Source: an optimization exercise on an open RTL-to-GDS flow (aim: small area and few clock cycles per item). Production flows keep margins and buffers that such runs may drop. The RTL was checked by simulation tests, not by an equivalence proof against the original design. Power and IR drop assume default switching activity.

## the baseline
==> flow/design.v <==
`timescale 1ns/1ps
module layer_loader_top (
	input  logic        aclk,
	input  logic        aresetn,
	input  logic        desc_we_i,
	input  logic [31:0] desc_wei_addr_i,
	input  logic [24:0] desc_wei_nburst_i,
	input  logic [7:0]  desc_wei_last_bytes_i,
	input  logic [31:0] desc_ftm_addr_i,
	input  logic [24:0] desc_ftm_nburst_i,
	input  logic [7:0]  desc_ftm_last_bytes_i,
	output logic        desc_ready_o,
	input  logic        wb_full_i,
	input  logic        fb_full_i,
	input  logic        wb_sufficient_i,
	output logic        rd_start_o,
	output logic [31:0] rd_addr_o,
	output logic [24:0] rd_nburst_o,
	input  logic        rd_beat_i,
	input  logic [63:0] rd_data_i,
	output logic [7:0]  wb_we_o,
	output logic [7:0]  fb_we_o,
	output logic [63:0] buf_data_o,
	output logic        layer_done_o
);
	logic        active;    
	logic        open;      
	logic        sel;       
	logic        w_done;    
	logic        f_done;    
	logic [31:0] w_addr, f_addr;
	logic [24:0] w_rem, f_rem;
	logic [3:0]  w_lbi, f_lbi;
	logic [5:0]  k;         
	logic [24:0] c_rem;
	logic        c_final;
	logic        c_full;
	assign c_rem   = sel ? f_rem : w_rem;
	assign c_final = (c_rem[24:3] == '0) && !(c_rem[2] && (c_rem[1:0] != 2'b00));
	assign c_full  = sel ? fb_full_i : wb_full_i;
	assign desc_ready_o = !active;
	assign rd_start_o   = active && !open && !c_full;
	assign rd_addr_o    = sel ? f_addr : w_addr;
	assign rd_nburst_o  = {22'd0, !c_final || c_rem[2], c_final ? c_rem[1:0] : 2'b00};
	logic       beat;
	logic       s_done;
	logic [1:0] hi_t;
	logic [3:0] lo_t;
	logic       last_beat;
	assign beat      = rd_beat_i && open;
	assign s_done    = sel ? f_done : w_done;
	assign hi_t      = s_done ? ((sel ? f_rem[1:0] : w_rem[1:0]) - 2'd1) : 2'b11;
	assign lo_t      = s_done ? (sel ? f_lbi : w_lbi) : 4'hf;
	assign last_beat = beat && (k == {hi_t, lo_t});
	assign layer_done_o = last_beat && w_done && f_done;
	assign wb_we_o      = (beat && !sel) ? (8'd1 << k[2:0]) : 8'd0;
	assign fb_we_o      = (beat &&  sel) ? (8'd1 << k[2:0]) : 8'd0;
	assign buf_data_o   = rd_data_i;
	logic sel_nxt;
	assign sel_nxt = !f_done && (sel || w_done || wb_sufficient_i);
	always_ff @(posedge aclk) begin
		if (!aresetn) begin
			active <= 1'b0;
			open   <= 1'b0;
		end else begin
			if (!active) active <= desc_we_i;
			else if (layer_done_o) active <= 1'b0;
			if (rd_start_o) open <= 1'b1;
			else if (last_beat) open <= 1'b0;
		end
	end
	always_ff @(posedge aclk) begin
		k <= open ? (k + {5'd0, beat}) : 6'd0;
	end
	always_ff @(posedge aclk) begin
		if (!active) begin
			sel    <= 1'b0;
			w_done <= 1'b0;
			f_done <= 1'b0;
		end else begin
			if (last_beat) sel <= sel_nxt;
			if (rd_start_o && !sel && c_final) w_done <= 1'b1;
			if (rd_start_o &&  sel && c_final) f_done <= 1'b1;
		end
	end
	logic w_step, f_step;
	assign w_step = rd_start_o && !sel;
	assign f_step = rd_start_o &&  sel;
	always_ff @(posedge aclk) begin
		if (!active) begin
			w_addr <= desc_wei_addr_i;
			w_rem  <= desc_wei_nburst_i;
			f_addr <= desc_ftm_addr_i;
			f_rem  <= desc_ftm_nburst_i;
		end else begin
			w_addr[31:9] <= w_addr[31:9] + {22'd0, w_step};
			w_rem[24:2]  <= w_rem[24:2]  - {22'd0, w_step};
			f_addr[31:9] <= f_addr[31:9] + {22'd0, f_step};
			f_rem[24:2]  <= f_rem[24:2]  - {22'd0, f_step};
		end
	end
	always_ff @(posedge aclk) begin
		if (!active) begin
			w_lbi <= desc_wei_last_bytes_i[6:3] - 4'd1;
			f_lbi <= desc_ftm_last_bytes_i[6:3] - 4'd1;
		end
	end
endmodule
export LEC_CHECK = 0
export CAP_MARGIN = 20
export CORE_MARGIN = 2
export CORE_UTILIZATION = 40
export SLEW_MARGIN = 20
create_clock -name core_clock -period 8.0 [get_ports {aclk}]
run.sh (not shown) runs the stock make flow with config.mk's settings and CLKGATE_MAP_FILE= SYNTH_SCRIPT=/design/flow/synth_recipe.tcl, a recipe that flattens the netlist after the stock synthesis.
Testbench counts of the baseline, summed over its fixed seeds: cycles 86,800, beats 73,010.
[inputs] the candidate vs the baseline
diff --git a/flow/design.v b/flow/design.v
--- a/flow/design.v
+++ b/flow/design.v
@@ -81,28 +81,26 @@
 			if (last_beat) sel <= sel_nxt;
 			if (rd_start_o && !sel && c_final) w_done <= 1'b1;
 			if (rd_start_o &&  sel && c_final) f_done <= 1'b1;
 		end
 	end
-	logic w_step, f_step;
-	assign w_step = rd_start_o && !sel;
-	assign f_step = rd_start_o &&  sel;
 	always_ff @(posedge aclk) begin
 		if (!active) begin
 			w_addr <= desc_wei_addr_i;
 			w_rem  <= desc_wei_nburst_i;
-			f_addr <= desc_ftm_addr_i;
-			f_rem  <= desc_ftm_nburst_i;
-		end else begin
-			w_addr[31:9] <= w_addr[31:9] + {22'd0, w_step};
-			w_rem[24:2]  <= w_rem[24:2]  - {22'd0, w_step};
-			f_addr[31:9] <= f_addr[31:9] + {22'd0, f_step};
-			f_rem[24:2]  <= f_rem[24:2]  - {22'd0, f_step};
+			w_lbi  <= desc_wei_last_bytes_i[6:3] - 4'd1;
+		end else if (rd_start_o && !sel) begin
+			w_addr[31:9] <= w_addr[31:9] + 23'd1;
+			w_rem[24:2]  <= w_rem[24:2] - 23'd1;
 		end
 	end
 	always_ff @(posedge aclk) begin
 		if (!active) begin
-			w_lbi <= desc_wei_last_bytes_i[6:3] - 4'd1;
-			f_lbi <= desc_ftm_last_bytes_i[6:3] - 4'd1;
+			f_addr <= desc_ftm_addr_i;
+			f_rem  <= desc_ftm_nburst_i;
+			f_lbi  <= desc_ftm_last_bytes_i[6:3] - 4'd1;
+		end else if (rd_start_o && sel) begin
+			f_addr[31:9] <= f_addr[31:9] + 23'd1;
+			f_rem[24:2]  <= f_rem[24:2] - 23'd1;
 		end
 	end
 endmodule
## What came out
Looking at number of non-clock inverters, the candidate sits 2 lower than the baseline does.
The candidate vs the baseline: first-iteration DRC count up by more than a quarter
Internal power component, the baseline and the candidate, lower one = the baseline.
Relative to the baseline, area share of buffers outside the clock network has decreased by 1.9 points in the candidate.
The candidate gives less relative area of clock buffers and inverters in the final design than the baseline did.
On multi-input logic portion of the cell area, the lower figure sits with the candidate, not the baseline.
From the candidate to the baseline, final number of max-transition violations did not move at all.
Of the baseline and the candidate, the run reporting the lower worst slack at placement was the candidate.
Summary: with the baseline as the reference, wire length of the first global-routing pass in the candidate moved up by more than 10%.
Lower via count was reported by the baseline, not the candidate.
Status: global-route usage parity (the baseline, the candidate)
In the flow results for the baseline and the candidate, the routed wire length is smaller on the baseline.
The candidate against the baseline: worst setup slack moved up, met2 track utilization from global routing moved down.
Testbench counts of the candidate, summed over its fixed seeds: cycles 86,800, beats 73,010.

==> port drivers added, routing unchanged <==
The results above use ideal ports. As a check the final layouts listed here were re-extracted and re-timed, cells and wires unchanged. Step 1: set_driving_cell puts a clkbuf_16 on aclk and a buf_2 on each other input, an assumption about the parent block. Step 2 times the ports against the registers' clock, not the clock port: input delays grow and output delays shrink by t, the midpoint of the rising clock arrivals with the driver on. Three values: no drivers, after step 1, after step 2; two values: the first two.
run	t, ns	setup WS [ns]	worst setup path after step 2	pins driven straight from the clock port
the baseline	0.457	2.603 / 2.560 / 2.727	input to output	1
the candidate	0.453	2.641 / 2.614 / 2.614	input to output	1
After both steps every run listed still meets setup and hold. The setup slack of the candidate, which loses most, moves by -0.027 ns with the drivers and by -0.027 ns with both steps.
